Background: an optimization exercise with open tools, aiming at small area. Do not read the settings as production practice. At most, simulation tests tie the RTL to the original design; equivalence was not proved. No functional check of the RTL was part of run 2. Power figures rest on the tool's default switching activity, not on a simulated workload.

--- design.v ---
package wb_regfile_pkg;
    localparam int unsigned DATA_W   = 32;
    localparam int unsigned ADDR_W   = 5;
    localparam int unsigned CNT_W    = 32;
    localparam int unsigned NUM_REGS = 2 ** ADDR_W;
    typedef logic [ADDR_W-1:0] reg_idx_t;
    typedef logic [DATA_W-1:0] word_t;
    typedef logic [CNT_W-1:0]  cnt_t;
    localparam reg_idx_t REG_ZERO = ADDR_W'(0);
endpackage
module wb_regfile_regfile_2r1w
(
    input  logic     clk,
    input  logic     rst,
    input  logic     we,
    input  wb_regfile_pkg::reg_idx_t waddr,
    input  wb_regfile_pkg::word_t    wdata,
    input  wb_regfile_pkg::reg_idx_t raddr1,
    input  wb_regfile_pkg::reg_idx_t raddr2,
    output wb_regfile_pkg::word_t    rdata1,
    output wb_regfile_pkg::word_t    rdata2
);
    wb_regfile_pkg::word_t regs [wb_regfile_pkg::NUM_REGS];
    always_ff @(posedge clk) begin
        if (rst) begin
            for (int unsigned i = 0; i < wb_regfile_pkg::NUM_REGS; i++) begin
                regs[i] <= '0;
            end
        end else if (we && (waddr != wb_regfile_pkg::REG_ZERO)) begin
            regs[waddr] <= wdata;
        end
    end
    assign rdata1 = (raddr1 == wb_regfile_pkg::REG_ZERO) ? '0 : regs[raddr1];
    assign rdata2 = (raddr2 == wb_regfile_pkg::REG_ZERO) ? '0 : regs[raddr2];
endmodule
module wb_regfile
(
    input  logic         clk,
    input  logic         rst,
    input  logic         wbWriteBack,
    input  logic         wbMemRead,
    input  wb_regfile_pkg::reg_idx_t     wbDestReg,
    input  wb_regfile_pkg::word_t        wbALURes,
    input  wb_regfile_pkg::word_t        wbMemData,
    input  wb_regfile_pkg::reg_idx_t     readReg1,
    input  wb_regfile_pkg::reg_idx_t     readReg2,
    output wb_regfile_pkg::word_t        readData1,
    output wb_regfile_pkg::word_t        readData2,
    output logic         fwdValid,
    output wb_regfile_pkg::reg_idx_t     fwdReg,
    output wb_regfile_pkg::word_t        fwdData,
    output wb_regfile_pkg::cnt_t         retiredCount
);
    wb_regfile_pkg::word_t result;
    logic  we;
    wb_regfile_pkg::word_t rf_data1;
    wb_regfile_pkg::word_t rf_data2;
    wb_regfile_pkg::cnt_t  count_q;
    always_comb begin
        result = wbMemRead ? wbMemData : wbALURes;
        we     = wbWriteBack && (wbDestReg != wb_regfile_pkg::REG_ZERO);
    end
    wb_regfile_regfile_2r1w u_rf (
        .clk    (clk),
        .rst    (rst),
        .we     (we),
        .waddr  (wbDestReg),
        .wdata  (result),
        .raddr1 (readReg1),
        .raddr2 (readReg2),
        .rdata1 (rf_data1),
        .rdata2 (rf_data2)
    );
    always_comb begin
        readData1 = rf_data1;
        readData2 = rf_data2;
        if (readReg1 == wb_regfile_pkg::REG_ZERO) begin
            readData1 = '0;
        end else if (we && (readReg1 == wbDestReg)) begin
            readData1 = result;
        end
        if (readReg2 == wb_regfile_pkg::REG_ZERO) begin
            readData2 = '0;
        end else if (we && (readReg2 == wbDestReg)) begin
            readData2 = result;
        end
    end
    always_ff @(posedge clk) begin
        if (rst) begin
            count_q <= '0;
        end else if (we) begin
            count_q <= count_q + wb_regfile_pkg::CNT_W'(1);
        end
    end
    assign fwdValid     = we;
    assign fwdReg       = wbDestReg;
    assign fwdData      = result;
    assign retiredCount = count_q;
endmodule
--- run.sh ---
#!/bin/bash
# synth_recipe.tcl (not shown) runs the flow's synth.tcl, then flattens the netlist and writes it again
# the make line also repeats each setting of config.mk as NAME=value (left out here)
make -C /OpenROAD-flow-scripts/flow DESIGN_CONFIG=/design/flow/config.mk WORK_HOME=/design/flow/orfs CLKGATE_MAP_FILE= SYNTH_SCRIPT=/design/flow/synth_recipe.tcl finish
--- config.mk ---
export PLATFORM = sky130hd
export DESIGN_NAME = wb_regfile
export DESIGN_NICKNAME = wb_regfile
export VERILOG_FILES = /design/flow/design.v
export SDC_FILE = /design/flow/constraint.sdc
export NUM_CORES = 4
export LEC_CHECK = 0
export CAP_MARGIN = 20
export CORE_MARGIN = 2
export CORE_UTILIZATION = 40
export SETUP_SLACK_MARGIN = 0.2
export SLEW_MARGIN = 20
--- constraint.sdc ---
create_clock -name core_clock -period 6.5 [get_ports {clk}]
set_input_delay 1.3000 -clock core_clock [delete_from_list [all_inputs] [get_ports {clk}]]
set_output_delay 1.3000 -clock core_clock [all_outputs]
set_load 0.01 [all_outputs]
==> reports/qor.yml, run 1 <==
finish:
  final_common_cell: "nor2_1"
  fin_nets: 4224
  area_growth_pct: 15.9
  drive_above_1_share_pct: 23.9
  final_cell_mix: "1065 x nor2_1, 1024 x edfxtp_1, 460 x mux4_2, 206 x clkdlybuf4s50_1, 200 x buf_4"
cts:
  worst_skew_pair.late_latency_ns: 0.73
  cts_tree: "yes"
  cts_max_path_buffers: 3
  clock-root-buffer: "clkbuf_16"
  numCtsBuffers: 110
  clk_pin_slew_worst_paths_ns: 0.06
  cts_hold_buffers: 0
  cts_resized: 0
  cts_sinks: 1056
  postCtsSetupBuffers: 0
  htree_levels: 3
timing:
  worstMarginPinSlew_ns: 1.18
  clock_skew_ns: 0.0145
  fin_hold_ws_ns: 0.506
  max_freq_mhz: 162
  fin_crit_sh_pct: 95.0
  hold_viol: 0
  final.min_clock_period_ns: 6.17
  grt_setup_unrepaired: "no"
  finalSetupTns_ns: 0
  finalSetupViolations: 0
  slew_viol_final: 0
  relSlewSlack_pct: 21.2
power_and_ir_drop:
  clkPwrFrac_pct: 37.5
  internal_power_w: 0.0124
  comb_power_share_pct: 14.9
  sw_frac_of_total_pct: 26.5
  leakage_nw: 22.0
  p_switching_w: 0.00446
  power_frac_seq_pct: 47.6
  irDropWorstVdd_mv: 0.221
  power.density_nw_per_um2: 265
synthesis:
  synth_mux_area_share_pct: 23.7
  synth_area_per_cell_sq_um: 13.8
  synthSimpleGateAreaFrac_pct: 9.93
  synth_warnings: 2
  synth_area_leaders: "edfxtp_1 56%, mux4_2 19%, nor2_1 7.3%"
  ys_ff_latch: 1056
  synth_area_sq_um: 54800
  synthFlopType: "edfxtp_1"
  synth-edff-count: 1024
  synth_area_leader_cell: "edfxtp_1"
  synth_top_family_by_area: "multiplexers"
  synth-xor-area-share_pct: 0.527
  ys_seq_area_share_pct: 57.3
  synth_cell_type_count: 71
  ys_async_sr_fraction_pct: 0
  synthAdderAreaFrac_pct: 0.0228
  synth_top_area_share_pct: 56.1
  netlist_instances: 3972
  synth_compound_area_share_pct: 4.81
placed_design:
  dp_hpwl_microns: 128000
  gp_congestion: 0.873
  port_buffers: 216
setup_path:
  cp_cell_sequence: "buf_8 -> buf_12 -> mux4_2 -> a31oi_1 -> o21ai_0 -> mux2i_1 -> o21ai_0 -> clkdlybuf4s50_1"
  cpLargestDelayFamily: "buffers and inverters"
  worstSetupEndpointType: "output port"
  cp_max_fo: 44
  worstSetupStartpointType: "input pin"
  critPathMostFrequentCell: "o21ai_0"
  critPathRequiredTime_ns: 5.20
  crit_path_top_delay_cell: "mux4_2"
  path_class: "input pin to output port"
  arrival_ns: 4.87
  max_stage_delay_ns: 0.68
  critical_path_buf_inv_count: 3
drt:
  drtIter0Drc: 6136
  ant_nets: 0
  remaining_drc_errors: 0
  first_pass_iters: 6
  wirelength_microns: 207000
  vias: 39058
  post_drt_wl_per_cell_microns: 34.4
  vias_per_cell: 6.49
global_route:
  grt_pass1_vias: 38415
  grt_pass1_wl_microns: 290000
  grt_max_degree: 118
  antenna_found_initial: 7
  grt_usage_pct: 29.1
  grt_overflow: 0
die:
  dieArea_sq_um: 140000
  dieHeight_microns: 374
  num_rows: 135
  core_sq_um: 136000
  start_util_pct: 40.4
  io_pins: 217
  dieWidth_microns: 374
outcome:
  status: "finished clean"
job:
  max_cap_viol_count: 0
min_path:
  min_path_type: "flip-flop to flip-flop"
-- power by group through the flow --
stage	clock network [W]	registers [W]	logic (W)
after global placement	0	0.00812	0.00247
after detailed placement	0	0.00815	0.00247
final	0.00631	0.00802	0.00252
after floorplan	0	0.00808	0.00138
after CTS	0.00633	0.00801	0.00248
after global routing	0.00659	0.00805	0.00259
-- cell usage after synthesis (all sizes together) (41+ instances only) --
| cell | n |
|---|---|
| inv | 48 |
| buf | 139 |
| o21ai | 50 |
| a21oi | 59 |
| clkbuf | 271 |
| mux4 | 460 |
| edfxtp | 1024 |
| nor2 | 1067 |
| mux2i | 204 |
| a22oi | 64 |
| a221oi | 41 |
| nand2 | 98 |
| mux2 | 54 |
-- tightest hold or removal path: cells and delay by family, from the launching register on --
family	cells	cell delay, ns
AO/OA/AOI/OAI	2	0.13
flip-flops	1	0.33
-- layer usage --
metal  GRT usage [%]  vias to the layer above  part of all wire [%]
li1                -                    15474                     -
met3            7.76                      438                    13
met5               0                        -                 0.022
met4            12.0                        6                   4.5
met1            39.7                    20159                    38
met2            44.3                     2981                    45
-- cell type report --
| class | count | area, sq um |
|---|---|---|
| Fill cell | 11889 | 72300 |
| Multi-Input combinational cell | 2489 | 22100 |
| Clock inverter | 70 | 613 |
| Timing Repair Buffer | 435 | 4100 |
| Sequential cell | 1056 | 31400 |
| Clock buffer | 133 | 2890 |
| Inverter | 48 | 180 |
| Tap cell | 1781 | 2230 |
| Antenna cell | 2 | 5.00 |
-- registers in the layout, summed over array words and instances, names as in the netlist --
name,count
u_rf.regs,1024
count_q,32
-- metrics by stage --
stage               total power [W]  worst slack, ns  std cells  instance area, sq um  util [%]
finish                       0.0168            0.326       6014                 63500      46.8
global route                 0.0172            0.318       6012                 63500      46.8
CTS                          0.0168            0.477       6012                 63500      46.8
detailed placement           0.0106            0.479       5809                 60000      44.2
global placement             0.0106            0.472       5807                 60000      44.2
floorplan                   0.00946             2.21       4003                 54900         -
-- cell families after synthesis --
kind of cell               Yosys count
DFF                               1056
adders and majority gates            1
xor gates and xnor gates            33
other                                1
AOI/OAI and AO/OA                  367
muxes                              718
and+or+nand+nor                   1338
buffers and inverters              458
-- final timing paths --
check / cells past startpoint / to / slack (ns) / from
max: 8 / readData2[20] / 0.33 / readReg2[0]
min: 2 / count_q[30] / 0.51 / count_q[30]
max reg2reg: 5 / count_q[30] / 4.05 / count_q[3]
min reg2reg: 2 / count_q[30] / 0.51 / count_q[30]
==> inputs of run 2 (changes only) <==
--- a/design.v
+++ b/design.v
@@ -10,2 +10,15 @@
 endpackage
+module wb_regfile_rdsel
+(
+    input  logic [wb_regfile_pkg::NUM_REGS-1:0] sel,
+    input  logic [wb_regfile_pkg::NUM_REGS-1:0][wb_regfile_pkg::DATA_W-1:0] d,
+    output wb_regfile_pkg::word_t               q
+);
+    always_comb begin
+        q = '0;
+        for (int unsigned i = 0; i < wb_regfile_pkg::NUM_REGS; i++) begin
+            q = q | ({wb_regfile_pkg::DATA_W{sel[i]}} & d[i]);
+        end
+    end
+endmodule
 module wb_regfile_regfile_2r1w
@@ -22,14 +35,26 @@
 );
-    wb_regfile_pkg::word_t regs [wb_regfile_pkg::NUM_REGS];
-    always_ff @(posedge clk) begin
-        if (rst) begin
-            for (int unsigned i = 0; i < wb_regfile_pkg::NUM_REGS; i++) begin
-                regs[i] <= '0;
+    localparam int unsigned N = wb_regfile_pkg::NUM_REGS;
+    wb_regfile_pkg::word_t regs [1:N-1];
+    logic [N-1:0][wb_regfile_pkg::DATA_W-1:0] d;
+    wb_regfile_pkg::word_t wd;
+    logic [N-1:0] sel1, sel2;
+    logic byp1, byp2;
+    assign wd = rst ? '0 : wdata;
+    assign byp1 = we && (raddr1 == waddr);
+    assign byp2 = we && (raddr2 == waddr);
+    assign sel1[0] = byp1;
+    assign sel2[0] = byp2;
+    assign d[0] = wdata;
+    for (genvar i = 1; i < N; i++) begin : g_reg
+        assign sel1[i] = !byp1 && (raddr1 == wb_regfile_pkg::reg_idx_t'(i));
+        assign sel2[i] = !byp2 && (raddr2 == wb_regfile_pkg::reg_idx_t'(i));
+        assign d[i] = regs[i];
+        always_ff @(posedge clk) begin
+            if (rst || (we && (waddr == wb_regfile_pkg::reg_idx_t'(i)))) begin
+                regs[i] <= wd;
             end
-        end else if (we && (waddr != wb_regfile_pkg::REG_ZERO)) begin
-            regs[waddr] <= wdata;
         end
     end
-    assign rdata1 = (raddr1 == wb_regfile_pkg::REG_ZERO) ? '0 : regs[raddr1];
-    assign rdata2 = (raddr2 == wb_regfile_pkg::REG_ZERO) ? '0 : regs[raddr2];
+    wb_regfile_rdsel u_rd1 (.sel(sel1), .d(d), .q(rdata1));
+    wb_regfile_rdsel u_rd2 (.sel(sel2), .d(d), .q(rdata2));
 endmodule
@@ -55,4 +80,2 @@
     logic  we;
-    wb_regfile_pkg::word_t rf_data1;
-    wb_regfile_pkg::word_t rf_data2;
     wb_regfile_pkg::cnt_t  count_q;
@@ -70,19 +93,5 @@
         .raddr2 (readReg2),
-        .rdata1 (rf_data1),
-        .rdata2 (rf_data2)
+        .rdata1 (readData1),
+        .rdata2 (readData2)
     );
-    always_comb begin
-        readData1 = rf_data1;
-        readData2 = rf_data2;
-        if (readReg1 == wb_regfile_pkg::REG_ZERO) begin
-            readData1 = '0;
-        end else if (we && (readReg1 == wbDestReg)) begin
-            readData1 = result;
-        end
-        if (readReg2 == wb_regfile_pkg::REG_ZERO) begin
-            readData2 = '0;
-        end else if (we && (readReg2 == wbDestReg)) begin
-            readData2 = result;
-        end
-    end
     always_ff @(posedge clk) begin
@@ -90,4 +99,4 @@
             count_q <= '0;
-        end else if (we) begin
-            count_q <= count_q + wb_regfile_pkg::CNT_W'(1);
+        end else begin
+            count_q <= count_q + wb_regfile_pkg::CNT_W'(we);
         end
--- a/config.mk
+++ b/config.mk
@@ -12 +12,2 @@
 export SLEW_MARGIN = 20
+export SYNTH_HIERARCHICAL = 1
==> run 2 against run 1 <==
Worst hold slack worse by 0.00061 ns; clock power decreased by 3%; area after synthesis down 20%; global-route usage rose by 1.3 points; clock skew is 0.0047 ns lower; design area fell by 13%; worst setup slack worse by 0.099 ns; first-iteration DRC count shrank 2.6%; clock-buffer cell count shrank 18; critical path type unchanged; largest cell class unchanged; highest routed layer unchanged.
==> reports/qor.yml, run 2 <==
cts:
  cts_hold_buffers: 0
  cts_sinks: 1024
  cts_tree: "yes"
  htree_levels: 3
  cts_max_path_buffers: 3
  clk_pin_slew_worst_paths_ns: 0.06
  worst_skew_pair.late_latency_ns: 0.70
  clock-root-buffer: "clkbuf_16"
  numCtsBuffers: 104
power_and_ir_drop:
  power.density_nw_per_um2: 288
  leakage_nw: 17.7
  irDropWorstVdd_mv: 0.225
timing:
  fin_crit_sh_pct: 96.5
  finalSetupViolations: 0
  relSlewSlack_pct: 19.8
  grt_setup_unrepaired: "yes"
  worstMarginPinSlew_ns: 1.20
  max_freq_mhz: 159
  hold_viol: 0
  clock_skew_ns: 0.00977
  final.min_clock_period_ns: 6.27
  slew_viol_final: 0
finish:
  regArea_sq_um: 30400
  final_common_cell: "a22oi_1"
  top_register: "u_rf.regs"
  drive_above_1_share_pct: 18.7
  final_cell_mix: "1024 x a22oi_1, 992 x edfxtp_1, 265 x nand4_1, 244 x buf_4, 212 x clkdlybuf4s50_1"
  multiInputGateArea_sq_um: 13400
  stdcell_count: 4942
  finish.utilization_pct: 50.6
  largest_reg_flops: 992
  fin_nets: 3527
  area_growth_pct: 25.2
  reg_top3: "u_rf.regs: 992 flops, count_q: 32 flops"
  n_fill_cell: 8993
synthesis:
  synth_area_leader_cell: "edfxtp_1"
  synth_top_family_by_area: "compound AO/OA/AOI/OAI gates"
  synth-edff-count: 992
  synthSimpleGateAreaFrac_pct: 7.46
  synth_compound_area_share_pct: 19.1
  ys_async_sr_fraction_pct: 0
  yosysMostFrequentCell: "a22oi_1"
  synthAdderAreaFrac_pct: 0.0568
  synth_top_area_share_pct: 67.6
  synth_warnings: 10
  synth_area_sq_um: 44100
  netlist_instances: 3015
  synth-xor-area-share_pct: 0.437
  synthFlopType: "edfxtp_1"
  ys_ff_latch: 1024
  ys_seq_area_share_pct: 69.0
  synth_area_leaders: "edfxtp_1 68%, a22oi_1 17%, nand4_1 3.8%"
  synthTopCellsByCount: "1024 x a22oi_1, 992 x edfxtp_1, 265 x nand4_1, 114 x clkbuf_1, 85 x buf_2"
  synth_mux_area_share_pct: 0.971
  synth_cell_type_count: 47
  synth_area_per_cell_sq_um: 14.6
global_route:
  grt_usage_pct: 30.4
  grt_max_degree: 45
  grt_pass1_wl_microns: 242000
  antenna_found_initial: 9
  grt_pass1_vias: 33020
  grt_overflow: 0
drt:
  post_drt_wl_per_cell_microns: 35.8
  ant_nets: 0
  first_pass_iters: 7
  drtIter0Drc: 5978
  wirelength_microns: 177000
  vias_per_cell: 7.02
  remaining_drc_errors: 0
  vias: 34700
setup_path:
  critPathRequiredTime_ns: 5.20
  ff2ff_setup_slack_ns: 4.32
  cp_max_fo: 14
  arrival_ns: 4.97
  worstSetupStartpointType: "input pin"
  path_class: "input pin to output port"
  worstReg2RegStart: "count_q[0]"
  worstSetupEndpointType: "output port"
  r2r_end: "count_q[30]"
  worst-r2r-cell-count: 6
die:
  dieWidth_microns: 336
  io_pins: 217
  dieHeight_microns: 336
  dieArea_sq_um: 113000
  num_rows: 121
  start_util_pct: 40.4
  core_sq_um: 109000
min_path:
  min_path_type: "flip-flop to flip-flop"
  worstHoldStart: "count_q[23]"
  hold_depth: 2
  hold_end: "count_q[23]"
placed_design:
  place_inst: 4672
  gp_congestion: 0.945
  port_buffers: 216
  dp_hpwl_microns: 111000
job:
  max_cap_viol_count: 0
outcome:
  status: "finished clean"
==> run 2: how the worst max path moves through the flow <==
stage                       from               to  cells after the start
CTS                 wbDestReg[2]     readData1[6]                     13
finish              wbDestReg[3]    readData2[19]                     11
detailed placement  wbDestReg[0]     readData1[6]                     11
floorplan           wbDestReg[3]  u_rf.regs[3][0]                      4
global placement    wbDestReg[0]     readData1[6]                     11
global route        wbDestReg[3]     readData1[6]                     13
==> run 2: cell type report <==
| class | instances | area share, % |
|---|---|---|
| Sequential cell | 1024 | 55.1 |
| Multi-Input combinational cell | 1741 | 24.3 |
| Timing Repair Buffer | 564 | 11.1 |
| Clock buffer | 115 | 4.83 |
| Tap cell | 1414 | 3.21 |
| Clock inverter | 74 | 1.43 |
| Inverter | 7 | 0.0476 |
| Antenna cell | 3 | 0.0136 |
==> run 2: where the power goes <==
| group | internal, W | switching (W) |
|---|---|---|
| clock | 0.00351 | 0.00259 |
| combinational | 0.000558 | 0.000991 |
| sequential | 0.00793 | 0.000316 |
==> run 2: cell families after synthesis <==
group / Yosys count
simple gates: 538
fa+ha+maj: 2
mux: 38
flops: 1024
compound gates: 1140
xor+xnor: 22
buf+inv: 251
==> run 2: modules after synthesis (local to each module, per instance) <==
| module | copies in the design | area [sq um] |
|---|---|---|
| wb_regfile_regfile_2r1w | 1 | 31400 |
| wb_regfile | 1 | 1940 |
| wb_regfile_rdsel | 2 | 5380 |
==> run 2: what timing repair did <==
item | CTS | global route
cloned | 4 | 2
endpoints found under the setup margin | 63 | 52
setup buffers | 49 | 20
pin swaps | 20 | 10
gates resized for setup | 12 | 7
==> run 2: per-stage QoR <==
stage | instance area, sq um | setup TNS, ns | hold WS, ns | total power (W) | setup WS, ns
after floorplan | 44100 | 0 | 0.504 | 0.00888 | 0.827
after global placement | 50600 | -0.418 | 0.485 | 0.00978 | -0.0817
after detailed placement | 50700 | -0.206 | 0.497 | 0.00981 | -0.0637
after CTS | 54800 | 0 | 0.509 | 0.0159 | 0.213
after global routing | 55200 | 0 | 0.523 | 0.0163 | 0.164
final | 55200 | 0 | 0.505 | 0.0159 | 0.227
==> run 2: critical path, cell delays in order <==
cell and delay (ns):
clkdlybuf4s50_1 0.48, or4_1 0.52, o21a_1 0.24, buf_4 0.18, and2_4 0.21, a21oi_4 0.64
buf_4 0.31, a22oi_1 0.10, nand4_1 0.16, or4_1 0.23, clkdlybuf4s50_1 0.58
==> run 2: per-layer routing <==
metal / track usage, % / part of all wire (%)
met4: 17.4 / 6.1
met5: 0 / 0.020
met3: 9.41 / 14
met2: 45.2 / 44
met1: 39.4 / 36

re-timing with driven ports:
Ports are ideal in the flow. The routed layouts listed here were re-timed in OpenROAD. Step 1, drivers: a clkbuf_16 drives clk and a buf_2 each remaining input, both assumed. Step 2 times the ports against the registers' clock, not the clock port: input delays grow and output delays shrink by t, the midpoint of the rising clock arrivals with the driver on. a / b / c = no drivers / after step 1 / after step 2; a / b = the first two.
run | t (ns) | setup WS [ns] | worst setup path at the end | clock arrival spread, ns | cell pins on the clock port's net
run 1 | 0.808 | 0.326 / 0.276 / 0.276 | input to output | 0.032 / 0.032 | 1
run 2 | 0.766 | 0.227 / 0.169 / 0.169 | input to output | 0.037 / 0.038 | 1
After both steps every run listed still meets setup and hold. The setup slack of run 2, which loses most, moves by -0.058 ns with the drivers and by -0.058 ns with both steps.
